Context: an optimization exercise on an open-source flow, tuned for small area. The choices shown serve that exercise and are no tape-out recipe.
At most, simulation tests tie the RTL to the original design; equivalence was not proved.
Function not checked in runs 2, 3 and 5 to 7: the RTL went through the layout flow alone.
Power and IR drop assume default switching activity.

**design/flow/flow/restructure.tcl**
```tcl
# Area recovery on the synthesized logic after the standard floorplan:
# OpenROAD's restructure (ABC, area target) on the combinational logic.
# Registers, ports and the power grid are left as they are.
set res $::env(RES_DIR)
read_db $res/2_floorplan.odb
read_liberty $::env(LIB_FULL)
read_sdc $res/2_floorplan.sdc
source $::env(FLOW_HOME)/platforms/sky130hd/setRC.tcl
report_design_area
restructure -liberty_file $::env(LIB_RESTRUCT) -target area \
    -tielo_port sky130_fd_sc_hd__conb_1/LO -tiehi_port sky130_fd_sc_hd__conb_1/HI \
    -work_dir $::env(RS_WORK)
report_design_area
write_db $res/2_floorplan.odb
```
**design/flow/design.v**
```verilog
`default_nettype none
package game_pkg;
    localparam logic [11:0] FLOOR_COLOR  = 12'h642;
    localparam logic [11:0] OBJECT_COLOR = 12'h81d;
endpackage
`default_nettype wire
`default_nettype none
module floors_fall (
    input  logic        pclk,
    input  logic        rst,
    input  logic        space_button,
    input  logic [37:0] video_in,
    input  logic [11:0] x_obj,
    input  logic [11:0] y_obj,
    input  logic [11:0] y_pos,
    output logic [37:0] video_out,
    output logic        floor_hit,
    output logic        start,
    output logic        ending,
    output logic [11:0] y_obj_out
);
    function automatic logic ge_c(input logic [12:0] x, input logic [12:0] c);
        logic r;
        r = 1'b1;
        for (int i = 0; i < 13; i++) r = c[i] ? (x[i] & r) : (x[i] | r);
        ge_c = r;
    endfunction
    function automatic logic le_c(input logic [12:0] x, input logic [12:0] c);
        logic r;
        r = 1'b1;
        for (int i = 0; i < 13; i++) r = c[i] ? (!x[i] | r) : (!x[i] & r);
        le_c = r;
    endfunction
    function automatic logic in_win(input logic [12:0] x, input logic [12:0] c,
                                    input logic [12:0] w);
        in_win = ge_c(x, c) && le_c(x, 13'(c + w));
    endfunction
    function automatic logic ge(input logic [12:0] a, input logic [12:0] b);
        logic c;
        c = 1'b1;
        for (int i = 0; i < 13; i++) c = (a[i] & !b[i]) | (c & (a[i] | !b[i]));
        ge = c;
    endfunction
    function automatic logic [12:0] sub_rip(input logic [12:0] a, input logic [12:0] b);
        logic c;
        c = 1'b1;
        for (int i = 0; i < 13; i++) begin
            sub_rip[i] = a[i] ^ !b[i] ^ c;
            c = (a[i] & !b[i]) | (c & (a[i] | !b[i]));
        end
    endfunction
    function automatic logic [11:0] add_rip(input logic [11:0] a, input logic [11:0] b);
        logic c;
        c = 1'b0;
        for (int i = 0; i < 12; i++) begin
            add_rip[i] = a[i] ^ b[i] ^ c;
            c = (a[i] & b[i]) | (c & (a[i] | b[i]));
        end
    endfunction
    function automatic logic [12:0] add_c(input logic [12:0] x, input logic [12:0] c);
        logic r;
        r = 1'b0;
        for (int i = 0; i < 13; i++) begin
            add_c[i] = x[i] ^ c[i] ^ r;
            r = c[i] ? (x[i] | r) : (x[i] & r);
        end
    endfunction
    function automatic logic ge_c9(input logic [8:0] x, input logic [8:0] c);
        ge_c9 = ge_c({4'b0, x}, {4'b0, c});
    endfunction
    function automatic logic [8:0] add9(input logic [8:0] x, input logic [8:0] c);
        logic r;
        r = 1'b0;
        for (int i = 0; i < 9; i++) begin
            add9[i] = x[i] ^ c[i] ^ r;
            r = (x[i] & c[i]) | (r & (x[i] | c[i]));
        end
    endfunction
    function automatic logic [8:0] step(input logic [8:0] x, input logic [8:0] s,
                                        input logic [8:0] m, input logic en);
        logic       wr;
        logic [8:0] k;
        wr = ge_c9(x, 9'(m - s));
        for (int i = 0; i < 9; i++) k[i] = en & (wr ? 9'(s - m) >> i & 1'b1 : s[i]);
        step = add9(x, k);
    endfunction
    logic [10:0] h, v;
    assign h = video_in[37:27];
    assign v = video_in[26:16];
    logic [8:0] q0, q1, n0, n1;
    logic [7:0] q2, q3, n2, n3;
    logic       g_q, w_q;
    always_comb begin
        if (rst) begin
            n0 = 9'd285; n1 = 9'd150; n2 = 8'd125; n3 = 8'd57;
        end else begin
            n0 = step(q0, 9'd25, 9'd370, w_q);
            n1 = step(q1, 9'd125, 9'd370, w_q);
            n2 = 8'(step({1'b0, q2}, 9'd160, 9'd185, w_q));
            n3 = 8'(step({1'b0, q3}, 9'd165, 9'd185, w_q));
        end
    end
    always_ff @(posedge pclk) begin
        g_q <= !rst && (y_pos[11:1] != 11'd0);
        w_q <= !rst && (y_pos[11:1] == 11'd0) && g_q;
        q0 <= n0; q1 <= n1; q2 <= n2; q3 <= n3;
    end
    logic a4, a5, a6;
    assign a4 = ge_c9(n0, 9'd60);             
    assign a5 = ge_c9(n1, 9'd88);             
    assign a6 = ge_c9({1'b0, n2}, 9'd160);    
    function automatic logic [8:0] base_of(input logic [6:0] sel);
        base_of = (n0 & {9{sel[0] | sel[4]}}) | (n1 & {9{sel[1] | sel[5]}}) |
                  ({n2, 1'b0} & {9{sel[2] | sel[6]}}) | ({n3, 1'b1} & {9{sel[3]}});
    endfunction
    function automatic logic off_win(input logic [12:0] d, input logic [2:0] cls,
                                     input logic fl, input logic [12:0] w);
        case (cls)
            3'd0, 3'd1, 3'd2, 3'd3: off_win = in_win(d, 13'd0, w);
            3'd4:    off_win = fl ? in_win(d, 13'(-120), w) : in_win(d, 13'd620, w);
            3'd5:    off_win = fl ? in_win(d, 13'(-175), w) : in_win(d, 13'd565, w);
            3'd6:    off_win = fl ? in_win(d, 13'(-640), w) : in_win(d, 13'd100, w);
            default: off_win = 1'b0;
        endcase
    endfunction
    function automatic logic [2:0] enc(input logic [6:0] sel);
        enc = {sel[4] | sel[5] | sel[6], sel[2] | sel[3] | sel[6], sel[1] | sel[3] | sel[5]} |
              {3{~|sel}};
    endfunction
    localparam logic [83:0] C = {12'd450, 12'd300, 12'd150, 12'd0,
                                 12'd3946, 12'd3796, 12'd3646};
    logic [11:0] dv, dy;
    logic [12:0] foot;
    logic [6:0]  hi, pk, lk;
    assign dv   = {1'b0, v} - y_pos;
    assign dy   = y_obj - y_pos;
    assign foot = add_c({1'b0, y_obj}, 13'd48);
    always_comb begin
        for (int k = 0; k < 7; k++) begin
            hi[k] = in_win({1'b0, y_pos}, {1'b0, 12'(12'd4076 - C[12*k +: 12])}, 13'd19);
            pk[k] = in_win({1'b0, dv}, {1'b0, C[12*k +: 12]}, 13'd20) && !hi[k];
            lk[k] = in_win({1'b0, dy}, {1'b0, 12'(C[12*k +: 12] - 12'd48)}, 13'd20) &&
                    (!foot[12] || hi[k]);
        end
    end
    logic       sprite, f552;
    logic [8:0] bp, bl;
    logic [2:0] cp, cl;
    logic       fp, flg;
    assign bp  = base_of(pk);
    assign cp  = enc(pk);
    assign fp  = (pk[4] & a4) | (pk[5] & a5) | (pk[6] & a6);
    assign bl  = base_of(lk);
    assign cl  = enc(lk);
    assign flg = (lk[4] & a4) | (lk[5] & a5) | (lk[6] & a6);
    assign sprite = ge({2'b00, h}, {1'b0, x_obj}) &&
                    !ge({2'b00, h}, add_c({1'b0, x_obj}, 13'd36)) &&
                    !ge({1'b0, y_obj}, {2'b00, v}) && ge(foot, {2'b00, v});
    assign f552 = (y_obj == 12'd552);
    logic pl, go, space_q, y1_q, play_now, go_now;
    assign play_now = !rst && (space_q || (pl && !y1_q));
    assign go_now   = !rst && !space_q && (y1_q || go);
    always_ff @(posedge pclk) begin
        pl      <= play_now;
        go      <= go_now;
        space_q <= !rst && space_button;
        y1_q    <= (y_obj == 12'd1);
        start   <= rst || (!pl && !go);
        ending  <= !rst && go;
    end
    logic [37:0] vid1;
    logic [8:0]  bp1;    
    logic [2:0]  cp1, cl1;
    logic        fp1, sprite1, flg1, f552_1;
    logic [11:0] yp1, x1;
    logic [8:0]  bl1;    
    always_ff @(posedge pclk) begin
        vid1    <= video_in;
        bp1     <= ~bp;
        cp1     <= cp;
        fp1     <= fp;
        sprite1 <= sprite;
        flg1    <= flg;
        bl1     <= ~bl;
        x1      <= x_obj;
        cl1     <= cl;
        f552_1  <= f552;
        yp1     <= y_pos;
    end
    logic [10:0] h1;
    logic [12:0] eh;
    logic        on_floor, hit_now, land1;
    logic [12:0] ex;
    logic [11:0] rgb, yoff, y_now;
    localparam logic [83:0] YOFF = {12'd401, 12'd251, 12'd101, 12'd4047,
                                    12'd3897, 12'd3747, 12'd3597};
    assign h1 = vid1[37:27];
    assign eh = sub_rip({2'b00, h1}, {3'b000, ~bp1, 1'b0});
    assign on_floor = (cp1 != 3'd7) && (h1 != 11'd0) && !ge_c({2'b00, h1}, 13'd799) &&
                      !off_win(eh, cp1, fp1, 13'd60);
    always_comb begin
        rgb = vid1[11:0];
        if (pl) begin
            if (sprite1)       rgb = game_pkg::OBJECT_COLOR;
            else if (on_floor) rgb = game_pkg::FLOOR_COLOR;
        end
    end
    assign ex    = sub_rip({1'b0, x1}, {3'b000, ~bl1, 1'b0});
    assign land1 = !off_win(ex, cl1, flg1, 13'd23) && (cl1 != 3'd7);
    always_comb begin
        yoff  = YOFF[12*cl1 +: 12];
        y_now = add_rip(yp1, yoff);
    end
    assign hit_now = land1 || f552_1;
    always_ff @(posedge pclk) begin
        if (rst) begin
            video_out <= '0;
            floor_hit <= 1'b0;
            y_obj_out <= '0;
        end else begin
            video_out <= {vid1[37:12], rgb};
            floor_hit <= hit_now;
            if (land1)       y_obj_out <= y_now;
            else if (f552_1) y_obj_out <= 12'd552;
        end
    end
endmodule
`default_nettype wire
```
**design/flow/constraint.sdc**
```tcl
create_clock -name core_clock -period 6.0 [get_ports {pclk}]
set_input_delay 1.2000 -clock core_clock [delete_from_list [all_inputs] [get_ports {pclk}]]
set_output_delay 1.2000 -clock core_clock [all_outputs]
set_load 0.01 [all_outputs]
```
**design/flow/standard.sh**
```bash
#!/bin/bash
# synth_recipe.tcl (not shown) runs the flow's synth.tcl, then flattens the netlist and writes it again
# the make line also repeats each setting of config.mk as NAME=value (left out here)
make -C /OpenROAD-flow-scripts/flow DESIGN_CONFIG=/design/flow/config.mk WORK_HOME=/design/flow/orfs CLKGATE_MAP_FILE= SYNTH_SCRIPT=/design/flow/synth_recipe.tcl "${@:-finish}"
```
**design/flow/flow/libfilter.py**
```python
#!/usr/bin/env python3
# Copy a liberty file without the named cells: libfilter.py IN OUT PATTERN...
import re, sys, fnmatch
src, dst, pats = sys.argv[1], sys.argv[2], sys.argv[3:]
text = open(src).read()
out = []
pos = 0
for m in re.finditer(r'\n(\s*)cell\s*\(\s*"?([A-Za-z0-9_]+)"?\s*\)\s*\{', text):
    if m.start() < pos:
        continue
    name = m.group(2)
    if not any(fnmatch.fnmatch(name, p) for p in pats):
        continue
    # find the matching closing brace
    depth = 0
    i = m.end() - 1
    while True:
        c = text[i]
        if c == '{':
            depth += 1
        elif c == '}':
            depth -= 1
            if depth == 0:
                break
        i += 1
    out.append(text[pos:m.start()])
    pos = i + 1
out.append(text[pos:])
open(dst, 'w').write(''.join(out))
```
**design/flow/config.mk**
```make
export PLATFORM = sky130hd
export DESIGN_NAME = floors_fall
export DESIGN_NICKNAME = floors_fall
export VERILOG_FILES = /design/flow/design.v
export SDC_FILE = /design/flow/constraint.sdc
export NUM_CORES = 4
export LEC_CHECK = 0
export CAP_MARGIN = 20
export CORE_MARGIN = 2
export CORE_UTILIZATION = 70
export SLEW_MARGIN = 20
```
**design/flow/flow/run.sh**
```bash
#!/bin/bash
# Standard layout with three changes: the smallest buffer on the ports, a
# clock tree without dummy loads, and OpenROAD's restructure (area target)
# on the combinational logic between floorplan and placement.
set -euo pipefail
export BUFFER_PORTS_ARGS="-buffer_cell sky130_fd_sc_hd__buf_1"
export CTS_ARGS="-sink_clustering_enable -repair_clock_nets -buf_list sky130_fd_sc_hd__clkbuf_8 -dont_use_dummy_load"

bash standard.sh floorplan > standard_floorplan.log 2>&1

# restructure ignores set_dont_use, so hand it a library without those cells
export LIB_FULL=$FLOW_HOME/platforms/sky130hd/lib/sky130_fd_sc_hd__tt_025C_1v80.lib
export LIB_RESTRUCT=$PWD/restructure.lib
export RES_DIR=$PWD/orfs/results/sky130hd/floors_fall/base
export RS_WORK=$PWD/restructure_work
mkdir -p $RS_WORK
python3 flow/libfilter.py $LIB_FULL $LIB_RESTRUCT 'sky130_fd_sc_hd__lpflow_*' 'sky130_fd_sc_hd__probe*' > libfilter.log 2>&1
openroad -no_init -exit flow/restructure.tcl > restructure.log 2>&1

bash standard.sh > standard.log 2>&1
```
==> results of run 1 <==
[power by group]
part,switching (mW),internal [mW]
Clock,0.368,0.250
Combinational,0.348,0.185
Sequential,0.0332,1.28
Total,0.750,1.71
[path summary, 6_finish.rpt]
| check | startpoint | to | slack, ps | depth (start not counted) |
|---|---|---|---|---|
| max reg2reg | bl1[0] | y_obj_out[8] | 590 | 28 |
| min reg2reg | space_q | go | 410 | 1 |
| min | space_q | go | 410 | 1 |
| max | y_pos[1] | bp1[8] | 580 | 25 |
[final cells by class]
| type | instances | share of cell area [%] |
|---|---|---|
| Sequential cell | 183 | 36.69 |
| Multi-Input combinational cell | 832 | 46.42 |
| Clock buffer | 17 | 2.343 |
| Timing Repair Buffer | 136 | 5.400 |
| Inverter | 182 | 6.841 |
| Tap cell | 184 | 2.305 |
[stage by stage]
step	hold slack, ps	area, µm²
after detailed placement	407.4	9724
after global routing	417.4	9986
after CTS	407.6	9958
after floorplan	398.3	10240
after global placement	406.7	9724
final	413.3	9986
[cell usage in the layout, fill, tap and decap left out, types with 11 or more instances in the layout]
cell and instances:
a222oi_1 18, o221ai_1 11, nand2_1 79, o21ai_0 96, o22ai_1 50, a2bb2oi_1 19, buf_1 127, clkbuf_8 17
dfxtp_1 183, o21a_1 29, nand3_1 11, clkinv_1 181, nor2b_1 27, a221oi_1 16, a21oi_1 105, nor3_1 24
nor4_1 24, nor2_1 196
[synth_stat cells, types with 21 or more instances]
| library cell | count | area, µm² |
|---|---|---|
| nor2_1 | 80 | 300.3 |
| nor2b_1 | 40 | 250.2 |
| fa_1 | 48 | 960.9 |
| nand2_1 | 59 | 221.5 |
| ha_1 | 59 | 738.2 |
| dfxtp_1 | 183 | 3664 |
| a21oi_1 | 45 | 225.2 |
| xnor2_1 | 21 | 183.9 |
| nor3_1 | 31 | 155.2 |
| nand2b_1 | 24 | 150.1 |
| o21ai_0 | 46 | 230.2 |
| inv_1 | 155 | 581.8 |
[critical path, delay by kind of cell]
kind                   cells  cell delay, ps
and+or+nand+nor            4             820
buffers and inverters      5             670
AOI/OAI and AO/OA         16            3000
[logic make-up after synthesis]
family,count (synthesis),share of synthesized area (%)
adder cells (fa/ha/maj),122,18.06
buffers and inverters,189,7.159
multiplexers,4,0.4032
XOR/XNOR,34,2.908
AND/OR/NAND/NOR,328,16.77
AO/OA/AOI/OAI,271,18.93
flip-flops,183,35.77
[flip-flops by register name, indices dropped and copies added (netlist names), 3 cells and up]
register   flops
yp1           12
q2             8
bp1            9
bl1            9
vid1          38
x1            12
q3             8
video_out     38
y_obj_out     12
q1             9
q0             9
cp1            3
cl1            3
[routing by layer]
| metal | up-vias | part of all wire [%] | track usage, % |
|---|---|---|---|
| met1 | 4114 | 45 | 41.17 |
| met2 | 412 | 45 | 48.70 |
| met3 | 67 | 8.1 | 6.889 |
| met5 | - | 0 | 0 |
| met4 | 0 | 2.5 | 10.52 |
| li1 | 4620 | - | - |
==> results.toml, run 1 <==
[run_status]
status = "complete, no violations"

[synth]
async_reset_ff_share_pct = 0
netlist_area_um2 = 10240
ys_warn_count = 1
postSynthCellCount = 1131
avgSynthCellArea_um2 = 9.055
ys_seq_area_share_pct = 35.77
synth-main-ff-cell = "dfxtp_1"
synth_edf_count = 0
ys_ff_latch = 183
synth_cell_type_count = 79
synth_nets = 1315

[placed_design]
dp.cells = 1517
detailed_place_hpwl_um = 19000
numPortBuffers = 129
gp_congestion = 0.9763
dp_slack_ps = -218.9

[power_and_ir_drop]
powerDensity_nw_per_um2 = 246.4
p_leak_nw = 3.478
total_power_mw = 2.461
vdd_drop_max_uv = 137.3

[sta]
setup_slack_ps = 581.0
clock_skew_ps = 25.83
fmax_ghz = 0.1845
fin_setup_tns_ps = 0
period_needed_ps = 5419
setup_viol = 0
finalCritPeriodShare_pct = 90.32
maxSlewHeadroom_pct = 33.53
worstMarginPinSlew_ps = 984.2
rsz0062_at_grt = "no"
finalHoldViolations = 0
drv_slew = 0

[critical_path]
critPathLaunchType = "input pin"
cp_data_arrival_time_ps = 5720
cp_max_fo = 9
critPathCaptureType = "flop"
worstSetupPathType = "in -> reg"
slowest_stage = "nor4_1"
cp.required_ps = 6300
max_stage_delay_ps = 300
crit_top_cell = "clkinv_1"

[min_path]
hold_class = "reg -> reg"

[floorplan]
rows = 44
start_util_pct = 71.00
die_w_um = 125.0
die_h_um = 125.0
coreArea_um2 = 14420
dieArea_um2 = 15610
io_pins = 130

[cells_and_area]
n_antenna_cell = 0
synthToLayoutAreaGrowth_pct = -2.492
nNetsFinal = 1429
fillers = 1248
regArea_um2 = 3664
multi_input_area_um2 = 4636
finish.utilization_pct = 69.23
final_cells = 1534
layout-drive-gt1-share_pct = 2.296

[detailed_routing]
drt_first_pass_iters = 10
ant_nets = 0
routed_via_density = 6.006
wl_per_cell_um = 15.78
finalWirelength_um = 24210
drt-initial-drc-count = 1041
drc = 0
dr_total_vias = 9213

[clock_tree]
clock_latency_ps = 460
post-cts-setup-buffer-count = 0
clk_pin_slew_ps = 80
htree_levels = 4
cts-root-buf = "clkbuf_8"
cts_max_path_buffers = 2
cts.sinks = 183
cts_tree = "yes"
holdBufCountCts = 0
numCtsBuffers = 17
cts_resized = 0

[global_route]
grt_pass1_wl_um = 39060
globalRoute.totalOverflow = 0
antenna_found_initial = 0
grt_max_degree = 34
grtUsageTotal_pct = 30.51
grt_pass1_vias = 8240

[flow_run]
drv_cap = 0
==> inputs of run 2 (changes only) <==
--- a/design/flow/design.v
+++ b/design/flow/design.v
@@ -49,6 +49,15 @@
             c = (a[i] & !b[i]) | (c & (a[i] | !b[i]));
         end
     endfunction
+    function automatic logic [12:0] sub11(input logic [10:0] a, input logic [10:0] b);
+        logic c;
+        c = 1'b1;
+        for (int i = 0; i < 11; i++) begin
+            sub11[i] = a[i] ^ !b[i] ^ c;
+            c = (a[i] & !b[i]) | (c & (a[i] | !b[i]));
+        end
+        sub11[12:11] = {2{sub11[10]}};
+    endfunction
     function automatic logic [11:0] add_rip(input logic [11:0] a, input logic [11:0] b);
         logic c;
         c = 1'b0;
@@ -77,41 +86,43 @@
         end
     endfunction
     function automatic logic [8:0] step(input logic [8:0] x, input logic [8:0] s,
-                                        input logic [8:0] m, input logic en);
+                                        input logic [8:0] m);
         logic       wr;
         logic [8:0] k;
         wr = ge_c9(x, 9'(m - s));
-        for (int i = 0; i < 9; i++) k[i] = en & (wr ? 9'(s - m) >> i & 1'b1 : s[i]);
+        for (int i = 0; i < 9; i++) k[i] = wr ? 9'(s - m) >> i & 1'b1 : s[i];
         step = add9(x, k);
     endfunction
     logic [10:0] h, v;
     assign h = video_in[37:27];
     assign v = video_in[26:16];
-    logic [8:0] q0, q1, n0, n1;
-    logic [7:0] q2, q3, n2, n3;
+    logic [8:0] q0, q1;
+    logic [7:0] q2, q3;
     logic       g_q, w_q;
-    always_comb begin
-        if (rst) begin
-            n0 = 9'd285; n1 = 9'd150; n2 = 8'd125; n3 = 8'd57;
-        end else begin
-            n0 = step(q0, 9'd25, 9'd370, w_q);
-            n1 = step(q1, 9'd125, 9'd370, w_q);
-            n2 = 8'(step({1'b0, q2}, 9'd160, 9'd185, w_q));
-            n3 = 8'(step({1'b0, q3}, 9'd165, 9'd185, w_q));
-        end
-    end
     always_ff @(posedge pclk) begin
         g_q <= !rst && (y_pos[11:1] != 11'd0);
         w_q <= !rst && (y_pos[11:1] == 11'd0) && g_q;
-        q0 <= n0; q1 <= n1; q2 <= n2; q3 <= n3;
+        if (rst) begin
+            q0 <= 9'd285; q1 <= 9'd150; q2 <= 8'd125; q3 <= 8'd57;
+        end else if (w_q) begin
+            q0 <= step(q0, 9'd25, 9'd370);
+            q1 <= step(q1, 9'd125, 9'd370);
+            q2 <= 8'(step({1'b0, q2}, 9'd160, 9'd185));
+            q3 <= 8'(step({1'b0, q3}, 9'd165, 9'd185));
+        end
     end
     logic a4, a5, a6;
-    assign a4 = ge_c9(n0, 9'd60);             
-    assign a5 = ge_c9(n1, 9'd88);             
-    assign a6 = ge_c9({1'b0, n2}, 9'd160);    
-    function automatic logic [8:0] base_of(input logic [6:0] sel);
-        base_of = (n0 & {9{sel[0] | sel[4]}}) | (n1 & {9{sel[1] | sel[5]}}) |
-                  ({n2, 1'b0} & {9{sel[2] | sel[6]}}) | ({n3, 1'b1} & {9{sel[3]}});
+    assign a4 = ge_c9(q0, 9'd60);             
+    assign a5 = ge_c9(q1, 9'd88);             
+    assign a6 = ge_c9({1'b0, q2}, 9'd160);    
+    function automatic logic [8:0] base_of(input logic [2:0] cls);
+        case (cls)
+            3'd0, 3'd4: base_of = q0;
+            3'd1, 3'd5: base_of = q1;
+            3'd2, 3'd6: base_of = {q2, 1'b0};
+            3'd3:       base_of = {q3, 1'b1};
+            default:    base_of = 'x;
+        endcase
     endfunction
     function automatic logic off_win(input logic [12:0] d, input logic [2:0] cls,
                                      input logic fl, input logic [12:0] w);
@@ -132,8 +143,8 @@
     logic [11:0] dv, dy;
     logic [12:0] foot;
     logic [6:0]  hi, pk, lk;
-    assign dv   = {1'b0, v} - y_pos;
-    assign dy   = y_obj - y_pos;
+    assign dv   = 12'(sub_rip({2'b00, v}, {1'b0, y_pos}));
+    assign dy   = 12'(sub_rip({1'b0, y_obj}, {1'b0, y_pos}));
     assign foot = add_c({1'b0, y_obj}, 13'd48);
     always_comb begin
         for (int k = 0; k < 7; k++) begin
@@ -144,15 +155,9 @@
         end
     end
     logic       sprite, f552;
-    logic [8:0] bp, bl;
     logic [2:0] cp, cl;
-    logic       fp, flg;
-    assign bp  = base_of(pk);
     assign cp  = enc(pk);
-    assign fp  = (pk[4] & a4) | (pk[5] & a5) | (pk[6] & a6);
-    assign bl  = base_of(lk);
     assign cl  = enc(lk);
-    assign flg = (lk[4] & a4) | (lk[5] & a5) | (lk[6] & a6);
     assign sprite = ge({2'b00, h}, {1'b0, x_obj}) &&
                     !ge({2'b00, h}, add_c({1'b0, x_obj}, 13'd36)) &&
                     !ge({1'b0, y_obj}, {2'b00, v}) && ge(foot, {2'b00, v});
@@ -169,20 +174,17 @@
         ending  <= !rst && go;
     end
     logic [37:0] vid1;
-    logic [8:0]  bp1;    
     logic [2:0]  cp1, cl1;
-    logic        fp1, sprite1, flg1, f552_1;
-    logic [11:0] yp1, x1;
-    logic [8:0]  bl1;    
+    logic        sprite1, f552_1;
+    logic [11:0] yp1;
+    logic [9:0]  x1;
+    logic        xbig1;
     always_ff @(posedge pclk) begin
         vid1    <= video_in;
-        bp1     <= ~bp;
         cp1     <= cp;
-        fp1     <= fp;
         sprite1 <= sprite;
-        flg1    <= flg;
-        bl1     <= ~bl;
-        x1      <= x_obj;
+        x1      <= x_obj[9:0];
+        xbig1   <= |x_obj[11:10];
         cl1     <= cl;
         f552_1  <= f552;
         yp1     <= y_pos;
@@ -195,9 +197,9 @@
     localparam logic [83:0] YOFF = {12'd401, 12'd251, 12'd101, 12'd4047,
                                     12'd3897, 12'd3747, 12'd3597};
     assign h1 = vid1[37:27];
-    assign eh = sub_rip({2'b00, h1}, {3'b000, ~bp1, 1'b0});
+    assign eh = sub11({1'b0, h1[9:0]}, {base_of(cp1), 1'b0});
     assign on_floor = (cp1 != 3'd7) && (h1 != 11'd0) && !ge_c({2'b00, h1}, 13'd799) &&
-                      !off_win(eh, cp1, fp1, 13'd60);
+                      !off_win(eh, cp1, cp1[0] ? a5 : cp1[1] ? a6 : a4, 13'd60);
     always_comb begin
         rgb = vid1[11:0];
         if (pl) begin
@@ -205,8 +207,9 @@
             else if (on_floor) rgb = game_pkg::FLOOR_COLOR;
         end
     end
-    assign ex    = sub_rip({1'b0, x1}, {3'b000, ~bl1, 1'b0});
-    assign land1 = !off_win(ex, cl1, flg1, 13'd23) && (cl1 != 3'd7);
+    assign ex    = 13'($signed({2'b00, x1}) - $signed({2'b00, base_of(cl1), 1'b0}));
+    assign land1 = (xbig1 || !off_win(ex, cl1, cl1[0] ? a5 : cl1[1] ? a6 : a4, 13'd23)) &&
+                   (cl1 != 3'd7);
     always_comb begin
         yoff  = YOFF[12*cl1 +: 12];
         y_now = add_rip(yp1, yoff);
==> run 2 against run 1 <==
Still clean. Sequential power is 12% lower. Global-route usage is 3.1 points higher. Maximum frequency is 1.9% lower. Flip-flop and latch count is 21 lower. Clock skew is 3.2 ps higher. Count of clock-buffer cells in the layout stayed put. Sequential share of layout area is 3.8 points lower. Via count is 2.7% higher. Critical endpoint is now cp1[0]. Highest routed layer unchanged.
==> results.toml, run 2 <==
[run_status]
status = "complete, no violations"

[floorplan]
die_h_um = 120.4
dieArea_um2 = 14500
io_pins = 130
coreArea_um2 = 13240
start_util_pct = 71.66
rows = 42
die_w_um = 120.4

[global_route]
grtUsageTotal_pct = 33.60
grt_pass1_vias = 8712
globalRoute.totalOverflow = 0
grt_pass1_wl_um = 39300
grt_max_degree = 53
antenna_found_initial = 0

[critical_path]
r2r_cells = 26
max_stage_delay_ps = 410
r2r_start = "cl1[1]"
slowest_stage = "or3_1"
regToRegSetupSlack_ps = 610
cp_data_arrival_time_ps = 5820
crit_top_cell = "nor2_1"
worstReg2RegEnd = "y_obj_out[3]"
cp.required_ps = 6300
cp_max_fo = 4
setup.worst_path.start = "y_pos[0]"
critPathLaunchType = "input pin"
worstSetupPathType = "in -> reg"
critPathCaptureType = "flop"

[power_and_ir_drop]
total_power_mw = 2.422
p_leak_nw = 3.528
vdd_drop_max_uv = 171.3
powerDensity_nw_per_um2 = 245.7

[sta]
clock_skew_ps = 29.07
finalCritPeriodShare_pct = 92.07
setup_viol = 0
finalHoldViolations = 0
fin_hold_ws_ps = 411.4
worstMarginPinSlew_ps = 978.2
drv_slew = 0
maxSlewHeadroom_pct = 34.38
period_needed_ps = 5524
fmax_ghz = 0.1810

[synth]
synth.largest_area_cell = "dfxtp_1"
synth_nets = 1251
synth.area.top_cells = "dfxtp_1, fa_1, ha_1, inv_1, nand2_1"
netlist_area_um2 = 9490
netlist.area_leader.share_pct = 34.17
async_reset_ff_share_pct = 0
ys_seq_area_share_pct = 34.17
ys_ff_latch = 162
synth_edf_count = 0
ys_warn_count = 1
synth-main-ff-cell = "dfxtp_1"
avgSynthCellArea_um2 = 8.869
synth_cell_type_count = 76
postSynthCellCount = 1070
netlist_top_cells_count = "dfxtp_1, inv_1, nand2_1"
synth.most_common_cell = "dfxtp_1"

[clock_tree]
numCtsBuffers = 17
cts_tree = "yes"
cts_max_path_buffers = 2
clock_latency_ps = 450
clk_pin_slew_ps = 50
holdBufCountCts = 0
cts.sinks = 162
htree_levels = 4
cts-root-buf = "clkbuf_8"

[detailed_routing]
wl_per_cell_um = 15.64
ant_nets = 0
drt_first_pass_iters = 6
dr_total_vias = 9463
routed_via_density = 6.078
drc = 0
drt-initial-drc-count = 1015
finalWirelength_um = 24350

[cells_and_area]
layout_common_cells = "nor2_1, clkinv_1, dfxtp_1"
synthToLayoutAreaGrowth_pct = 3.863
reg_top3 = "vid1 (38), video_out (38)"
n_antenna_cell = 0
layout-drive-gt1-share_pct = 4.707
final_common_cell = "nor2_1"
nNetsFinal = 1460

[min_path]
hold_class = "reg -> reg"
hold_path_end = "w_q"
worstHoldStart = "g_q"
min_path_cells = 2

[flow_run]
drv_cap = 0

[placed_design]
numPortBuffers = 129
detailed_place_hpwl_um = 18780
gp_congestion = 1.015
-- run 2: report_power, final --
group / internal [mW] / total, mW / switching [mW] / leakage, nW
combinational: 0.250 / 0.692 / 0.442 / 2.06
sequential: 1.13 / 1.15 / 0.0264 / 1.34
clock: 0.250 / 0.576 / 0.327 / 0.122
total: 1.63 / 2.42 / 0.795 / 3.53
-- run 2: how the worst max path moves through the flow --
stage	end	slack [ps]
final	cp1[0]	480
after floorplan	cp1[1]	-110
after detailed placement	cp1[0]	-430
after global routing	cl1[0]	-3
after CTS	y_obj_out[3]	40
after global placement	cp1[0]	-140
-- run 2: stage by stage --
stage | util, % | worst slack, ps | setup TNS, ps | std cells | area (µm²)
final | 74.43 | 476.0 | 0 | 1557 | 9857
after global routing | 74.43 | -3.090 | -3.090 | 1557 | 9857
after CTS | 73.97 | 40.87 | 0 | 1555 | 9796
after detailed placement | 72.20 | -431.1 | -1208 | 1538 | 9562
after global placement | 72.20 | -137.3 | -187.1 | 1538 | 9562
after floorplan | - | -106.1 | -106.1 | 1070 | 9540
-- run 2: logic make-up after synthesis --
logic type	Yosys count	share of synthesized area [%]
buffers and inverters	158	6.341
AO/OA/AOI/OAI	238	17.01
multiplexers	18	1.912
adder cells (fa/ha/maj)	118	19.50
flip-flops	162	34.17
XOR/XNOR	18	1.819
AND/OR/NAND/NOR	358	19.25
-- run 2: final cells by class --
type / count / area, µm²
tap: 176 / 220.2
fill: 1123 / 3386
inverter: 178 / 671.9
multi-input combinational: 858 / 4725
sequential: 162 / 3243
timing repair buffer: 166 / 763.2
clock buffer: 17 / 234.0
-- run 2: routing by layer --
layer,wire length (µm),GRT usage [%],vias up
li1,-,-,4680
met1,9858,39.86,4242
met2,11590,56.46,433
met3,1684,6.981,108
met4,1220,18.97,0
met5,0,0,-
-- run 2: critical path, delay by kind of cell --
| family | cells | cell delay (ps) |
|---|---|---|
| buf+inv | 2 | 140 |
| simple gates | 19 | 2460 |
| compound gates | 12 | 2020 |
-- run 2: what timing repair did --
item,4_1_cts,5_1_grt
resized for setup,1,31
pin swaps,0,2
setup endpoints to repair,1,31
buffers inserted,0,2
==> inputs of run 3 (changes only) <==
--- a/design/flow/design.v
+++ b/design/flow/design.v
@@ -143,15 +143,21 @@
     logic [11:0] dv, dy;
     logic [12:0] foot;
     logic [6:0]  hi, pk, lk;
-    assign dv   = 12'(sub_rip({2'b00, v}, {1'b0, y_pos}));
-    assign dy   = 12'(sub_rip({1'b0, y_obj}, {1'b0, y_pos}));
+    assign dv   = {1'b0, v} - y_pos;
+    assign dy   = y_obj - y_pos;
     assign foot = add_c({1'b0, y_obj}, 13'd48);
+    logic hi_any, pk_ok, lk_ok;
+    always_comb begin
+        for (int k = 0; k < 7; k++)
+            hi[k] = in_win({1'b0, y_pos}, {1'b0, 12'(12'd4076 - C[12*k +: 12])}, 13'd19);
+    end
+    assign hi_any = |hi;
+    assign pk_ok  = !(hi_any && v < 11'd20);
+    assign lk_ok  = !foot[12] || hi_any;
     always_comb begin
         for (int k = 0; k < 7; k++) begin
-            hi[k] = in_win({1'b0, y_pos}, {1'b0, 12'(12'd4076 - C[12*k +: 12])}, 13'd19);
-            pk[k] = in_win({1'b0, dv}, {1'b0, C[12*k +: 12]}, 13'd20) && !hi[k];
-            lk[k] = in_win({1'b0, dy}, {1'b0, 12'(C[12*k +: 12] - 12'd48)}, 13'd20) &&
-                    (!foot[12] || hi[k]);
+            pk[k] = in_win({1'b0, dv}, {1'b0, C[12*k +: 12]}, 13'd20) && pk_ok;
+            lk[k] = in_win({1'b0, dy}, {1'b0, 12'(C[12*k +: 12] - 12'd48)}, 13'd20) && lk_ok;
         end
     end
     logic       sprite, f552;
==> run 3 against run 2 <==
Flip-flop and latch count unchanged. Still clean on timing, DRC and antenna. Non-clock buffer count is 31 lower. Synthesized cell count increased by 11%. Largest power group unchanged. Utilization shrank 8.0 points. Setup slack improved by 220 ps. Die area rose by 8.1%. Cell count down 3.1%. Clock power increased by 3.8%.
==> results.toml, run 3 <==
[synth]
netlist_area_um2 = 10280
async_reset_ff_share_pct = 0
synth_cell_type_count = 89
postSynthCellCount = 1191
synth_edf_count = 0
synth.area.top_cells = "dfxtp_1, ha_1, fa_1, inv_1, nand2_1"
netlist_top_cells_count = "dfxtp_1, inv_1, nand2_1"
ys_warn_count = 1
ys_seq_area_share_pct = 31.54
synth-main-ff-cell = "dfxtp_1"
avgSynthCellArea_um2 = 8.633
synth.most_common_cell = "dfxtp_1"
synth_nets = 1372
netlist.area_leader.share_pct = 31.54
synth.largest_area_cell = "dfxtp_1"
ys_ff_latch = 162

[clock_tree]
htree_levels = 4
numCtsBuffers = 17
cts_max_path_buffers = 2
holdBufCountCts = 0
clk_pin_slew_ps = 90
clock_latency_ps = 470
cts-root-buf = "clkbuf_8"
post-cts-setup-buffer-count = 0
cts_tree = "yes"
cts_resized = 0
cts.sinks = 162

[cells_and_area]
final_common_cell = "clkinv_1"
fillers = 1342
layout-drive-gt1-share_pct = 2.115
nNetsFinal = 1403
layout_common_cells = "clkinv_1, nor2_1, dfxtp_1"
n_antenna_cell = 0
reg_top3 = "vid1 (38), video_out (38)"
final_cells = 1508
synthToLayoutAreaGrowth_pct = -6.790

[floorplan]
die_w_um = 125.2
io_pins = 130
coreArea_um2 = 14420
dieArea_um2 = 15680
die_h_um = 125.2
start_util_pct = 71.29
rows = 44

[global_route]
antenna_found_initial = 0
globalRoute.totalOverflow = 0
grt_pass1_vias = 8007
grtUsageTotal_pct = 30.19
grt_pass1_wl_um = 38620
grt_max_degree = 54

[power_and_ir_drop]
vdd_drop_max_uv = 235.4
total_power_mw = 2.576
p_leak_nw = 3.325
powerDensity_nw_per_um2 = 268.8

[critical_path]
regToRegSetupSlack_ps = 690
crit_top_cell = "nor2_1"
worstReg2RegEnd = "video_out[2]"
critPathLaunchType = "flop"
setup.worst_path.start = "cp1[0]"
cp_max_fo = 14
crit_end = "video_out[2]"
r2r_cells = 31
max_stage_delay_ps = 470
worstSetupPathType = "reg -> reg"
critPathCaptureType = "flop"
cp_data_arrival_time_ps = 5630
cp.required_ps = 6330
r2r_start = "cp1[0]"
slowest_stage = "dfxtp_2"

[sta]
fin_setup_tns_ps = 0
fmax_ghz = 0.1885
rsz0062_at_grt = "no"
maxSlewHeadroom_pct = 37.21
clock_skew_ps = 34.99
worstMarginPinSlew_ps = 936.1
setup_slack_ps = 694.3
drv_slew = 0
period_needed_ps = 5306
finalCritPeriodShare_pct = 88.43
finalHoldViolations = 0
setup_viol = 0

[detailed_routing]
wl_per_cell_um = 16.02
dr_total_vias = 9197
finalWirelength_um = 24160
routed_via_density = 6.099
drt_first_pass_iters = 9
drc = 0
ant_nets = 0
drt-initial-drc-count = 1004

[flow_run]
drv_cap = 0

[placed_design]
gp_congestion = 0.9690
numPortBuffers = 129
detailed_place_hpwl_um = 18470
dp.cells = 1491
dp_slack_ps = 212.4

[run_status]
status = "complete, no violations"

[min_path]
hold_class = "reg -> reg"
-- run 3: cells by family after synthesis --
| kind of cell | after synthesis | share of synthesized area (%) |
|---|---|---|
| AND/OR/NAND/NOR | 381 | 18.56 |
| flip-flops | 162 | 31.54 |
| adder cells (fa/ha/maj) | 121 | 16.94 |
| multiplexers | 16 | 1.582 |
| XOR/XNOR | 27 | 2.300 |
| buffers and inverters | 159 | 5.963 |
| AO/OA/AOI/OAI | 325 | 23.12 |
-- run 3: cell type report --
cell class | instances | area, µm² | area share, %
clock buffer | 17 | 234.0 | 2.441
inverter | 182 | 683.2 | 7.128
multi-input combinational | 828 | 4661 | 48.63
sequential | 162 | 3246 | 33.86
tap | 184 | 230.2 | 2.402
timing repair buffer | 135 | 530.5 | 5.535
-- run 3: stage by stage --
step | util [%] | area [µm²] | hold slack, ps
2_1_floorplan | - | 10280 | 395.2
3_3_place_gp | 64.79 | 9345 | 399.8
3_5_place_dp | 64.79 | 9345 | 410.6
4_1_cts | 66.41 | 9579 | 398.0
5_1_grt | 66.45 | 9584 | 428.4
6_report | 66.45 | 9584 | 391.6
-- run 3: per-layer routing --
layer / GRT usage (%) / share of wire, % / vias to the layer above
met4: 12.35 / 3.4 / 0
met1: 37.65 / 42 / 4089
met2: 51.15 / 48 / 432
met5: 0 / 0 / -
li1: - / - / 4610
met3: 6.162 / 7.5 / 66
-- run 3: power breakdown --
group	switching (mW)	internal, mW	total, mW
Clock	0.348	0.250	0.598
Sequential	0.0319	1.13	1.17
Combinational	0.521	0.291	0.812
Total	0.902	1.67	2.58
-- run 3: worst min path at each step --
stage / endpoint / depth (start not counted) / from
after floorplan: video_out[5] / 2 / vid1[5]
after global placement: w_q / 2 / g_q
after detailed placement: video_out[5] / 2 / vid1[5]
after CTS: w_q / 2 / g_q
after global routing: w_q / 2 / g_q
final: w_q / 2 / g_q
-- run 3: worst max-delay path, delay by kind of cell, from the launching register on --
kind            cells  cell delay [ps]
flops               1              470
compound gates     13             2380
buf+inv             3              430
simple gates       15             1900
==> inputs of run 4 (changes only) <==
--- a/design/flow/design.v
+++ b/design/flow/design.v
@@ -213,7 +213,7 @@
             else if (on_floor) rgb = game_pkg::FLOOR_COLOR;
         end
     end
-    assign ex    = 13'($signed({2'b00, x1}) - $signed({2'b00, base_of(cl1), 1'b0}));
+    assign ex    = 13'({2'b00, x1} - {2'b00, base_of(cl1), 1'b0});
     assign land1 = (xbig1 || !off_win(ex, cl1, cl1[0] ? a5 : cl1[1] ? a6 : a4, 13'd23)) &&
                    (cl1 != 3'd7);
     always_comb begin
==> run 4 against run 3 <==
Still clean on timing, DRC and antenna. Synthesized cell count is the same. Maximum frequency unchanged. Sequential share of layout area did not move.
==> results.toml, run 4 <==
[synth]
synth.most_common_cell = "dfxtp_1"
synthAdderAreaFrac_pct = 16.94
synth-simple-area-share_pct = 18.56
avgSynthCellArea_um2 = 8.633
synth_edf_count = 0
synth_top_family_by_area = "compound AO/OA/AOI/OAI gates"
synth-main-ff-cell = "dfxtp_1"
netlist_area_um2 = 10280
ys_seq_area_share_pct = 31.54
synth_compound_area_share_pct = 23.12
synth_cell_type_count = 89
netlist.area_leader.share_pct = 31.54
synth_xor_xnor_area_share_pct = 2.300
synth_mux_area_share_pct = 1.582
netlist_top_cells_count = "dfxtp_1, inv_1, nand2_1"
synth.area.top_cells = "dfxtp_1, ha_1, fa_1, inv_1, nand2_1"
async_reset_ff_share_pct = 0
postSynthCellCount = 1191
ys_warn_count = 1
synth_nets = 1372
ys_ff_latch = 162
synth.largest_area_cell = "dfxtp_1"

[sta]
setup_slack_ps = 694.3
drv_slew = 0
maxSlewHeadroom_pct = 37.21
fin_setup_tns_ps = 0
rsz0062_at_grt = "no"
finalHoldViolations = 0
fmax_ghz = 0.1885
clock_skew_ps = 34.99
worstMarginPinSlew_ps = 936.1
finalCritPeriodShare_pct = 88.43
period_needed_ps = 5306
fin_hold_ws_ps = 391.6
setup_viol = 0

[detailed_routing]
ant_nets = 0
routed_via_density = 6.099
drt_first_pass_iters = 9
wl_per_cell_um = 16.02
dr_total_vias = 9197
finalWirelength_um = 24160
drc = 0
drt-initial-drc-count = 1004

[global_route]
antenna_found_initial = 0
grt_max_degree = 54
globalRoute.totalOverflow = 0
grt_pass1_wl_um = 38620
grt_pass1_vias = 8007
grtUsageTotal_pct = 30.19

[clock_tree]
cts_tree = "yes"
clk_pin_slew_ps = 90
cts-root-buf = "clkbuf_8"
htree_levels = 4
clock_latency_ps = 470
holdBufCountCts = 0
cts.sinks = 162
numCtsBuffers = 17
cts_max_path_buffers = 2

[placed_design]
dp.cells = 1491
gp_congestion = 0.9690
dp_slack_ps = 212.4
detailed_place_hpwl_um = 18470
numPortBuffers = 129

[floorplan]
dieArea_um2 = 15680
coreArea_um2 = 14420
io_pins = 130
die_h_um = 125.2
start_util_pct = 71.29
die_w_um = 125.2
rows = 44

[cells_and_area]
final_common_cell = "clkinv_1"
synthToLayoutAreaGrowth_pct = -6.790
reg_top3 = "vid1 (38), video_out (38)"
final_cells = 1508
n_antenna_cell = 0
nNetsFinal = 1403
fillers = 1342
layout_common_cells = "clkinv_1, nor2_1, dfxtp_1"
layout-drive-gt1-share_pct = 2.115

[critical_path]
cp_data_arrival_time_ps = 5630
crit_top_cell = "nor2_1"
critPathLaunchType = "flop"
cp_max_fo = 14
worstSetupPathType = "reg -> reg"
max_stage_delay_ps = 470
slowest_stage = "dfxtp_2"
path_buf_inv = 3
cp_num_cells = 31
r2r_cells = 31
critPathCaptureType = "flop"
cp.required_ps = 6330
crit_family = "compound AO/OA/AOI/OAI gates"
regToRegSetupSlack_ps = 690

[min_path]
hold_class = "reg -> reg"
min_path_cells = 2

[power_and_ir_drop]
p_leak_nw = 3.325
powerDensity_nw_per_um2 = 268.8
vdd_drop_max_uv = 235.4

[flow_run]
drv_cap = 0

[run_status]
status = "complete, no violations"
run 4: cell counts in the layout (fill, tap and decap cells not counted):
No cell type changed its count.
run 4: metal layers:
layer	share of wire (%)	vias up	global-route usage (%)
li1	-	4610	-
met1	42	4089	37.65
met3	7.5	66	6.162
met5	0	-	0
met4	3.4	0	12.35
met2	48	432	51.15
run 4: area by class of cell:
type / instances / area, µm² / share of cell area (%)
clock buffer: 17 / 234.0 / 2.441
inverter: 182 / 683.2 / 7.128
multi-input combinational: 828 / 4661 / 48.63
sequential: 162 / 3246 / 33.86
tap: 184 / 230.2 / 2.402
timing repair buffer: 135 / 530.5 / 5.535
run 4: cell families (layout without fill, tap and decap cells):
| family | after synthesis | count (layout) |
|---|---|---|
| AOI/OAI and AO/OA | 325 | 447 |
| xor gates and xnor gates | 27 | 2 |
| adders and majority gates | 121 | 0 |
| buffers and inverters | 159 | 334 |
| DFF | 162 | 162 |
| muxes | 16 | 0 |
| and+or+nand+nor | 381 | 379 |
run 4: timing repair:
action                                 in CTS  in global routing
endpoints found under the hold margin       0                  0
setup endpoints to repair                   0                 20
gates resized for setup                     0                 11
buffers inserted                            0                  0
run 4: metrics by stage:
| stage | power, mW | cell area (µm²) | utilization, % |
|---|---|---|---|
| 3_5_place_dp | 1.980 | 9345 | 64.79 |
| 4_1_cts | 2.577 | 9579 | 66.41 |
| 3_3_place_gp | 1.971 | 9345 | 64.79 |
| 5_1_grt | 2.731 | 9584 | 66.45 |
| 6_report | 2.576 | 9584 | 66.45 |
| 2_1_floorplan | 2.186 | 10280 | - |
run 4: power by group:
group | switching, mW | internal [mW] | leakage [nW] | total, mW
Clock | 0.348 | 0.250 | 0.122 | 0.598
Sequential | 0.0319 | 1.13 | 1.34 | 1.17
Combinational | 0.521 | 0.291 | 1.86 | 0.812
Total | 0.902 | 1.67 | 3.32 | 2.58
run 4: path summary, 6_finish.rpt:
| check | startpoint | to |
|---|---|---|
| setup reg to reg | cp1[0] | video_out[2] |
| hold / removal | g_q | w_q |
| hold reg to reg | g_q | w_q |
| setup / recovery | cp1[0] | video_out[2] |
run 4: worst reg2reg max path: cells and delay by family (launching register included):
kind                   cells  cell delay (ps)
AOI/OAI and AO/OA         13             2380
DFF                        1              470
buffers and inverters      3              440
and+or+nand+nor           15             1900
==> inputs of run 5 (changes only) <==
--- a/design/flow/design.v
+++ b/design/flow/design.v
@@ -213,7 +213,7 @@
             else if (on_floor) rgb = game_pkg::FLOOR_COLOR;
         end
     end
-    assign ex    = 13'({2'b00, x1} - {2'b00, base_of(cl1), 1'b0});
+    assign ex    = 13'($signed({2'b00, x1}) - $signed({2'b00, base_of(cl1), 1'b0}));
     assign land1 = (xbig1 || !off_win(ex, cl1, cl1[0] ? a5 : cl1[1] ? a6 : a4, 13'd23)) &&
                    (cl1 != 3'd7);
     always_comb begin
--- a/design/flow/flow/run.sh
+++ b/design/flow/flow/run.sh
@@ -4,7 +4,7 @@
 # on the combinational logic between floorplan and placement.
 set -euo pipefail
 export BUFFER_PORTS_ARGS="-buffer_cell sky130_fd_sc_hd__buf_1"
-export CTS_ARGS="-sink_clustering_enable -repair_clock_nets -buf_list sky130_fd_sc_hd__clkbuf_8 -dont_use_dummy_load"
+export CTS_ARGS="-sink_clustering_enable -repair_clock_nets -buf_list sky130_fd_sc_hd__clkbuf_16 -dont_use_dummy_load -sink_clustering_size 40 -sink_clustering_max_diameter 150"
 
 bash standard.sh floorplan > standard_floorplan.log 2>&1
 
==> run 5 against run 4 <==
Still clean on timing, DRC and antenna. Count of clock-buffer cells in the layout stayed put. Maximum frequency shrank 0.42%. Synthesized cell count unchanged. Sequential share of layout area fell by 0.67 points. Cell area rose by 2.1%. Setup slack worse by 22 ps. Critical path depth fell by 4. Hold slack improved by 9.9 ps.
==> results.toml, run 5 <==
[run_status]
status = "complete, no violations"

[detailed_routing]
finalWirelength_um = 24410
drt_first_pass_iters = 6
ant_nets = 0
dr_total_vias = 9199
routed_via_density = 6.100
wl_per_cell_um = 16.19
drt-initial-drc-count = 919
drc = 0

[floorplan]
die_w_um = 125.2
coreArea_um2 = 14420
dieArea_um2 = 15680
die_h_um = 125.2
io_pins = 130
rows = 44
start_util_pct = 71.29

[critical_path]
critPathLaunchType = "flop"
worstSetupPathType = "reg -> reg"
path_buf_inv = 6
max_stage_delay_ps = 450
cp_data_arrival_time_ps = 5600
crit_top_cell = "o21ai_0"
critPathCaptureType = "flop"
crit_family = "compound AO/OA/AOI/OAI gates"
slowest_stage = "dfxtp_1"
cp.required_ps = 6280
cp_max_fo = 9

[synth]
synth_nets = 1372
synth-main-ff-cell = "dfxtp_1"
synth_cell_type_count = 89
ys_ff_latch = 162
netlist_top_cells_count = "dfxtp_1, inv_1, nand2_1"
postSynthCellCount = 1191
synth_edf_count = 0
ys_seq_area_share_pct = 31.54
synth.most_common_cell = "dfxtp_1"
netlist.area_leader.share_pct = 31.54
async_reset_ff_share_pct = 0
netlist_area_um2 = 10280
synth.largest_area_cell = "dfxtp_1"
synth.area.top_cells = "dfxtp_1, ha_1, fa_1, inv_1, nand2_1"
ys_warn_count = 1
avgSynthCellArea_um2 = 8.633

[global_route]
grt_pass1_wl_um = 38880
grt_pass1_vias = 8054
grtUsageTotal_pct = 30.55
globalRoute.totalOverflow = 0
grt_max_degree = 54
antenna_found_initial = 0

[cells_and_area]
finish.instance_area_um2 = 9784
reg_top3 = "vid1 (38), video_out (38)"
final_common_cell = "clkinv_1"
synthToLayoutAreaGrowth_pct = -4.843
layout-drive-gt1-share_pct = 2.341
nNetsFinal = 1403
multi_input_area_um2 = 4663
fillers = 1310
n_antenna_cell = 0
regArea_um2 = 3248
layout_common_cells = "clkinv_1, nor2_1, dfxtp_1"

[placed_design]
dp_slack_ps = 212.4
numPortBuffers = 129
gp_congestion = 0.9690
placed_area_um2 = 9345
detailed_place_hpwl_um = 18470

[sta]
fin_hold_ws_ps = 401.5
period_needed_ps = 5328
fin_setup_tns_ps = 0
finalHoldViolations = 0
clock_skew_ps = 19.30
maxSlewHeadroom_pct = 37.01
setup_slack_ps = 671.9
drv_slew = 0
setup_viol = 0
rsz0062_at_grt = "no"
worstMarginPinSlew_ps = 939.1
finalCritPeriodShare_pct = 88.80
fmax_ghz = 0.1877

[clock_tree]
cts_resized = 0
numCtsBuffers = 17
cts-root-buf = "clkbuf_16"
holdBufCountCts = 0
post-cts-setup-buffer-count = 0
cts.sinks = 162
clock_latency_ps = 430
htree_levels = 4
cts_max_path_buffers = 2
clk_pin_slew_ps = 50
cts_tree = "yes"

[power_and_ir_drop]
vdd_drop_max_uv = 219.3
p_leak_nw = 3.410
total_power_mw = 2.857
powerDensity_nw_per_um2 = 292.0

[min_path]
hold_class = "reg -> reg"

[flow_run]
drv_cap = 0
[run 5: power breakdown]
part	leakage, nW	switching [mW]	total (mW)	internal (mW)
Combinational	1.86	0.522	0.813	0.291
Sequential	1.34	0.0328	1.17	1.14
Clock	0.209	0.385	0.877	0.491
[run 5: cell families (layout without fill, tap and decap cells)]
kind of cell	count (synthesis)	count (layout)	share of synthesized area (%)
xor gates and xnor gates	27	2	2.300
and+or+nand+nor	381	379	18.56
DFF	162	162	31.54
adders and majority gates	121	0	16.94
muxes	16	0	1.582
AOI/OAI and AO/OA	325	447	23.12
buffers and inverters	159	334	5.963
[run 5: stage by stage]
stage | utilization [%] | instances
floorplan | - | 1191
global placement | 64.79 | 1491
detailed placement | 64.79 | 1491
CTS | 67.74 | 1508
global route | 67.83 | 1508
finish | 67.83 | 1508
[run 5: layout make-up]
| class | count | area share, % |
|---|---|---|
| multi-input combinational | 828 | 47.66 |
| sequential | 162 | 33.20 |
| inverter | 182 | 7.020 |
| timing repair buffer | 135 | 5.422 |
| clock buffer | 17 | 4.348 |
| tap | 184 | 2.353 |
[run 5: worst paths after layout]
path,end,slack (ps),depth (start not counted),start
max,y_obj_out[5],670,27,cl1[1]
min,w_q,400,2,g_q
max reg2reg,y_obj_out[5],670,27,cl1[1]
min reg2reg,w_q,400,2,g_q
[run 5: worst register-to-register path, cell delays in order, from the launching register on]
cell and delay, ps:
dfxtp_1 450, clkinv_1 230, nor3_1 180, buf_4 190
clkinv_1 150, nand2_1 220, o21ai_1 160, a2bb2oi_1 200
o22ai_1 260, clkinv_1 90, o21ai_0 260, o21ai_0 190
o21ai_1 230, nand2_1 70, o21ai_0 140, a2bb2oi_1 230
o21ai_0 130, or2_0 250, or3_1 330, o21ai_0 170
a31oi_1 120, nor4_1 180, nor2b_1 180, nor2_1 140
buf_4 160, clkinv_1 100, o22ai_1 150, nor2_1 60
[run 5: layer usage]
| layer | vias to the layer above | GRT usage (%) | share of wire [%] |
|---|---|---|---|
| met5 | - | 0 | 0 |
| met4 | 0 | 11.57 | 3.0 |
| met3 | 64 | 6.290 | 7.2 |
| met2 | 414 | 52.53 | 48 |
| met1 | 4117 | 37.81 | 42 |
| li1 | 4604 | - | - |
==> inputs of run 6 (changes only) <==
--- a/design/flow/flow/run.sh
+++ b/design/flow/flow/run.sh
@@ -4,7 +4,7 @@
 # on the combinational logic between floorplan and placement.
 set -euo pipefail
 export BUFFER_PORTS_ARGS="-buffer_cell sky130_fd_sc_hd__buf_1"
-export CTS_ARGS="-sink_clustering_enable -repair_clock_nets -buf_list sky130_fd_sc_hd__clkbuf_16 -dont_use_dummy_load -sink_clustering_size 40 -sink_clustering_max_diameter 150"
+export CTS_ARGS="-sink_clustering_enable -repair_clock_nets -buf_list sky130_fd_sc_hd__clkbuf_8 -dont_use_dummy_load"
 
 bash standard.sh floorplan > standard_floorplan.log 2>&1
 
--- a/design/flow/flow/restructure.tcl
+++ b/design/flow/flow/restructure.tcl
@@ -7,8 +7,11 @@
 read_sdc $res/2_floorplan.sdc
 source $::env(FLOW_HOME)/platforms/sky130hd/setRC.tcl
 report_design_area
-restructure -liberty_file $::env(LIB_RESTRUCT) -target area \
-    -tielo_port sky130_fd_sc_hd__conb_1/LO -tiehi_port sky130_fd_sc_hd__conb_1/HI \
-    -work_dir $::env(RS_WORK)
+# two passes: the second still finds a little
+foreach pass {1 2} {
+    restructure -liberty_file $::env(LIB_RESTRUCT) -target area \
+        -tielo_port sky130_fd_sc_hd__conb_1/LO -tiehi_port sky130_fd_sc_hd__conb_1/HI \
+        -work_dir $::env(RS_WORK)
+}
 report_design_area
 write_db $res/2_floorplan.odb
--- a/design/flow/config.mk
+++ b/design/flow/config.mk
@@ -5,6 +5,7 @@
 export SDC_FILE = /design/flow/constraint.sdc
 export NUM_CORES = 4
 export LEC_CHECK = 0
+export ABC_AREA = 1
 export CAP_MARGIN = 20
 export CORE_MARGIN = 2
 export CORE_UTILIZATION = 70
==> run 6 against run 5 <==
Critical path depth decreased by 2. Sequential share of layout area grew 0.64 points. Synthesized cell count is 20% higher. Global-route usage is 0.90 points lower. First-iteration DRC count rose by 18%. Largest cell class unchanged. Die area up 0.40%. Area after synthesis increased by 0.41%.
==> results.toml, run 6 <==
[power_and_ir_drop]
p_leak_nw = 3.353
powerDensity_nw_per_um2 = 275.1
vdd_drop_max_uv = 173.1

[cells_and_area]
finish.instance_area_um2 = 9585
synthToLayoutAreaGrowth_pct = -7.162
nNetsFinal = 1399
finish.utilization_pct = 66.20
n_antenna_cell = 0
final_common_cell = "nor2_1"
regArea_um2 = 3243
layout_common_cells = "nor2_1, clkinv_1, dfxtp_1"
multi_input_area_um2 = 4612
layout-drive-gt1-share_pct = 2.879
reg_top3 = "vid1 (38), video_out (38)"
fillers = 1311

[sta]
fin_setup_tns_ps = 0
drv_slew = 0
setup_slack_ps = 595.4
finalHoldViolations = 0
finalCritPeriodShare_pct = 90.08
fmax_ghz = 0.1850
setup_viol = 0
rsz0062_at_grt = "no"
period_needed_ps = 5405
maxSlewHeadroom_pct = 50.98
clock_skew_ps = 41.23
worstMarginPinSlew_ps = 730.8

[placed_design]
numPortBuffers = 129
dp_slack_ps = 363.3
detailed_place_hpwl_um = 18710
placed_area_um2 = 9343
gp_congestion = 0.9300

[floorplan]
dieArea_um2 = 15740
die_h_um = 125.5
start_util_pct = 71.31
die_w_um = 125.5
coreArea_um2 = 14480
io_pins = 130
rows = 44

[synth]
synth.most_common_cell = "inv_1"
synth.area.top_cells = "dfxtp_1, inv_1, nand2_1, ha_1, fa_1"
netlist.area_leader.share_pct = 31.41
synth_top_family_by_area = "simple AND/OR/NAND/NOR gates"
synth_compound_area_share_pct = 15.62
async_reset_ff_share_pct = 0
netlist_top_cells_count = "inv_1, nand2_1, dfxtp_1"
avgSynthCellArea_um2 = 7.230
ys_warn_count = 1
synth-simple-area-share_pct = 25.35
synth_mux_area_share_pct = 0
netlist_area_um2 = 10320
synthAdderAreaFrac_pct = 15.22
synth_xor_xnor_area_share_pct = 1.515
ys_ff_latch = 162
synth_nets = 1609
synth_cell_type_count = 53
synth-main-ff-cell = "dfxtp_1"
postSynthCellCount = 1428
ys_seq_area_share_pct = 31.41
synth.largest_area_cell = "dfxtp_1"
synth_edf_count = 0

[critical_path]
cp.required_ps = 6320
cp_max_fo = 10
cp_data_arrival_time_ps = 5720
regToRegSetupSlack_ps = 600
r2r_cells = 25
r2r_start = "cl1[1]"
critPathCaptureType = "flop"
worstSetupPathType = "reg -> reg"
critPathLaunchType = "flop"
worstReg2RegEnd = "y_obj_out[9]"

[detailed_routing]
wl_per_cell_um = 15.85
dr_total_vias = 8961
ant_nets = 0
routed_via_density = 5.958
drt-initial-drc-count = 1087
drt_first_pass_iters = 8
drc = 0
finalWirelength_um = 23840

[global_route]
grt_pass1_wl_um = 37960
globalRoute.totalOverflow = 0
grt_pass1_vias = 7720
antenna_found_initial = 0
grtUsageTotal_pct = 29.65
grt_max_degree = 38

[min_path]
worstHoldStart = "vid1[21]"
hold_path_end = "video_out[21]"
hold_class = "reg -> reg"
min_path_cells = 1

[clock_tree]
cts_max_path_buffers = 2
cts-root-buf = "clkbuf_8"
numCtsBuffers = 17
cts.sinks = 162
clk_pin_slew_ps = 80
cts_tree = "yes"
post-cts-setup-buffer-count = 0
holdBufCountCts = 0
htree_levels = 4
clock_latency_ps = 470

[flow_run]
drv_cap = 0

[run_status]
status = "complete, no violations"
==> run 6: cell count changes after synthesis, moves of 15 or more <==
cell / previous run / this run
o21ai_0: 52 / 91
xnor2_1: 18 / 3
nand2b_1: 20 / 1
inv_1: 117 / 263
nor2b_1: 39 / 0
nor2_1: 91 / 147
a21oi_1: 54 / 77
a222oi_1: 15 / 0
nand4_1: 12 / 35
maj3_1: 17 / 0
nand3_1: 25 / 76
a211oi_1: 20 / 3
nand2_1: 94 / 250
==> run 6: per-stage QoR <==
stage / power [mW] / hold WS [ps] / instances
2_1_floorplan: 2.308 / 388.3 / 1428
3_3_place_gp: 2.039 / 414.3 / 1487
3_5_place_dp: 2.046 / 416.6 / 1487
4_1_cts: 2.631 / 420.7 / 1504
5_1_grt: 2.798 / 420.2 / 1504
6_report: 2.637 / 420.6 / 1504
==> run 6: worst max-delay path by stage <==
stage | from | to | slack, ps | depth (start not counted)
2_1_floorplan | cp1[0] | video_out[10] | 590 | 27
3_3_place_gp | y_pos[1] | cp1[0] | 590 | 24
3_5_place_dp | cp1[0] | video_out[0] | 360 | 33
4_1_cts | cp1[0] | video_out[3] | 360 | 33
5_1_grt | cl1[1] | y_obj_out[3] | 60 | 31
6_report | cl1[1] | y_obj_out[9] | 600 | 25
==> run 6: cells by family after synthesis <==
logic type / Yosys count
fa+ha+maj: 104
compound gates: 268
buf+inv: 291
flops: 162
xor+xnor: 17
simple gates: 586
==> run 6: critical path, cell delays in order, from the launching register on <==
cell,delay [ps]
dfxtp_1,380
clkinv_1,130
nor2_1,70
nor2_1,340
nand2_1,190
o21ai_0,440
nor2_1,110
o21ai_0,300
clkinv_1,100
o21ai_0,290
o22ai_1,150
o21ai_0,280
o21ai_0,180
o21ai_0,300
a2bb2oi_1,430
nand3_1,180
o32a_1,210
o41ai_1,250
nand2b_1,80
nor2_1,100
a31oi_1,90
nor2_1,130
buf_4,190
clkinv_1,140
o22ai_1,170
nor2_1,50
==> run 6: cell type report <==
class,count,share of cell area [%]
Clock buffer,17,2.441
Sequential cell,162,33.83
Timing Repair Buffer,146,6.396
Inverter,174,6.814
Multi-Input combinational cell,821,48.11
Tap cell,184,2.402
==> run 6: layer usage <==
metal,routed length (µm),global-route usage [%],vias up
li1,-,-,4531
met1,11250,43.04,4017
met2,10180,44.74,379
met3,1904,6.076,34
met4,499,8.431,0
met5,0,0,-
==> run 6: what timing repair did <==
action / in CTS / in global routing
endpoints found under the hold margin: 0 / 0
endpoints found under the setup margin: 0 / 13
gates resized for setup: 0 / 7
==> run 6: power by group <==
| part | switching [mW] | internal [mW] |
|---|---|---|
| sequential | 0.0325 | 1.14 |
| clock | 0.343 | 0.250 |
| combinational | 0.560 | 0.316 |
==> inputs of run 7 (changes only) <==
--- a/design/flow/config.mk
+++ b/design/flow/config.mk
@@ -9,4 +9,5 @@
 export CAP_MARGIN = 20
 export CORE_MARGIN = 2
 export CORE_UTILIZATION = 70
+export GPL_TIMING_DRIVEN = 0
 export SLEW_MARGIN = 20
==> run 7 against run 6 <==
Still clean on timing, DRC and antenna. Die area did not move. First-iteration DRC count fell by 30%. Utilization rose by 0.34 points. Total power rose by 0.66%. Via count rose by 0.32%. Area after synthesis did not move. Critical path depth fell by 1. Count of clock-buffer cells in the layout did not move. Largest cell class unchanged. Highest routed layer unchanged.
==> results.toml, run 7 <==
[run_status]
status = "complete, no violations"

[synth]
avgSynthCellArea_um2 = 7.230
ys_warn_count = 1
netlist.area_leader.share_pct = 31.41
synth_cell_type_count = 53
ys_seq_area_share_pct = 31.41
netlist_area_um2 = 10320
synth_nets = 1609
ys_ff_latch = 162
async_reset_ff_share_pct = 0
netlist_top_cells_count = "inv_1, nand2_1, dfxtp_1"
synth.largest_area_cell = "dfxtp_1"
synth.area.top_cells = "dfxtp_1, inv_1, nand2_1, ha_1, fa_1"
synth.most_common_cell = "inv_1"
postSynthCellCount = 1428
synth_edf_count = 0
synth-main-ff-cell = "dfxtp_1"

[global_route]
grt_max_degree = 39
grt_pass1_vias = 7669
grt_pass1_wl_um = 37580
antenna_found_initial = 0
grtUsageTotal_pct = 29.64
globalRoute.totalOverflow = 0

[critical_path]
critPathCaptureType = "flop"
setup.worst_path.start = "cl1[0]"
crit_top_cell = "nor2_1"
cp.required_ps = 6310
slowest_stage = "dfxtp_2"
critPathLaunchType = "flop"
r2r_cells = 24
worstSetupPathType = "reg -> reg"
cp_cell_sequence = "clkinv_1 -> nor2_4 -> nor2_1 -> nand2_1 -> o21ai_1 -> nor2_1 -> o21ai_0 -> clkinv_1 -> o21ai_0 -> o22ai_1 -> o21ai_1 -> a2bb2oi_2 -> nand2_1 -> a2111oi_0 -> a31oi_1 -> o32a_1 -> o41ai_1 -> nand2b_1 -> nor2_1 -> a31oi_4 -> nor2_4 -> clkinv_1 -> o22ai_1 -> nor2_1"
max_stage_delay_ps = 390
cp_data_arrival_time_ps = 5790
cp_max_fo = 11
r2r_start = "cl1[0]"

[sta]
fin_setup_tns_ps = 0
rsz0062_at_grt = "no"
drv_slew = 0
finalCritPeriodShare_pct = 91.34
worstMarginPinSlew_ps = 804.6
finalHoldViolations = 0
clock_skew_ps = 36.31
fmax_ghz = 0.1825
maxSlewHeadroom_pct = 45.80
fin_hold_ws_ps = 406.5
period_needed_ps = 5481
setup_viol = 0

[placed_design]
numPortBuffers = 129
detailed_place_hpwl_um = 18270
placed_area_um2 = 9235
gp_congestion = 0.9640

[power_and_ir_drop]
powerDensity_nw_per_um2 = 275.5
total_power_mw = 2.654
swShare_pct = 35.76
p_clk_share_pct = 22.5
netSwitchingPower_mw = 0.9491
p_int_mw = 1.705
p_leak_nw = 3.321
seqPwrFrac_pct = 44.2
vdd_drop_max_uv = 159.8
p_comb_share_pct = 33.4

[floorplan]
die_w_um = 125.5
rows = 44
die_h_um = 125.5
dieArea_um2 = 15740
coreArea_um2 = 14480
io_pins = 130
start_util_pct = 71.31

[detailed_routing]
wl_per_cell_um = 15.72
drt-initial-drc-count = 766
drc = 0
routed_via_density = 6.009
drt_first_pass_iters = 8
dr_total_vias = 8990
ant_nets = 0
finalWirelength_um = 23520

[cells_and_area]
final_common_cell = "nor2_1"
layout_common_cells = "nor2_1, clkinv_1, dfxtp_1"
n_antenna_cell = 0
nNetsFinal = 1391
finish.utilization_pct = 66.54
finish.instance_area_um2 = 9634
synthToLayoutAreaGrowth_pct = -6.689
reg_top3 = "vid1 (38), video_out (38)"
layout-drive-gt1-share_pct = 3.430

[min_path]
min_path_cells = 1
worstHoldStart = "vid1[21]"
hold_class = "reg -> reg"

[flow_run]
drv_cap = 0

[clock_tree]
clk_pin_slew_ps = 80
cts.sinks = 162
numCtsBuffers = 17
htree_levels = 4
cts-root-buf = "clkbuf_8"
cts_max_path_buffers = 2
cts_tree = "yes"
clock_latency_ps = 470
-- run 7: layout make-up --
cell class | count | area, µm²
Timing Repair Buffer | 138 | 565.5
Multi-Input combinational cell | 821 | 4697
Sequential cell | 162 | 3246
Tap cell | 184 | 230.2
Inverter | 174 | 661.9
Clock buffer | 17 | 234.0
Fill cell | 1333 | 4845
-- run 7: worst paths after layout --
kind / end / slack [ps]
min reg2reg: video_out[21] / 410
max: y_obj_out[3] / 520
max reg2reg: y_obj_out[3] / 520
min: video_out[21] / 410
-- run 7: critical path: cells and delay by family, from the launching register on --
family          cells  cell delay (ps)
compound gates     12             3110
simple gates        9             1380
flops               1              390
buf+inv             3              450
-- run 7: cells by family (layout without fill, tap and decap cells) --
kind of cell / count (synthesis) / in the layout / synth area share (%)
compound gates: 268 / 404 / 15.62
xor+xnor: 17 / 7 / 1.515
fa+ha+maj: 104 / 0 / 15.22
buf+inv: 291 / 329 / 10.88
flops: 162 / 162 / 31.41
simple gates: 586 / 410 / 25.35
-- run 7: layer usage --
| metal | vias to the layer above | wire length, µm | global-route usage (%) |
|---|---|---|---|
| li1 | 4515 | - | - |
| met1 | 4054 | 10810 | 41.63 |
| met2 | 389 | 10370 | 46.10 |
| met3 | 32 | 1942 | 5.563 |
| met4 | 0 | 401 | 9.739 |
| met5 | - | 0 | 0 |
-- run 7: through the flow --
step	setup slack (ps)	instances
after global routing	19.15	1496
final	519.3	1496
after CTS	24.92	1488
after floorplan	585.3	1428
after detailed placement	-815.3	1471
after global placement	-753.0	1470
-- run 7: power groups by stage --
stage / Clock, mW / Sequential, mW / Combinational (mW)
floorplan: 0 / 1.22 / 1.09
global placement: 0 / 1.19 / 0.817
detailed placement: 0 / 1.19 / 0.829
CTS: 0.614 / 1.17 / 0.840
global route: 0.650 / 1.18 / 0.985
finish: 0.596 / 1.17 / 0.886
-- run 7: timing repair --
item,in CTS,in global routing
pin swaps,0,4
hold buffers,0,0
buffers inserted,0,8
gates resized for setup,12,24
endpoints found under the setup margin,21,25
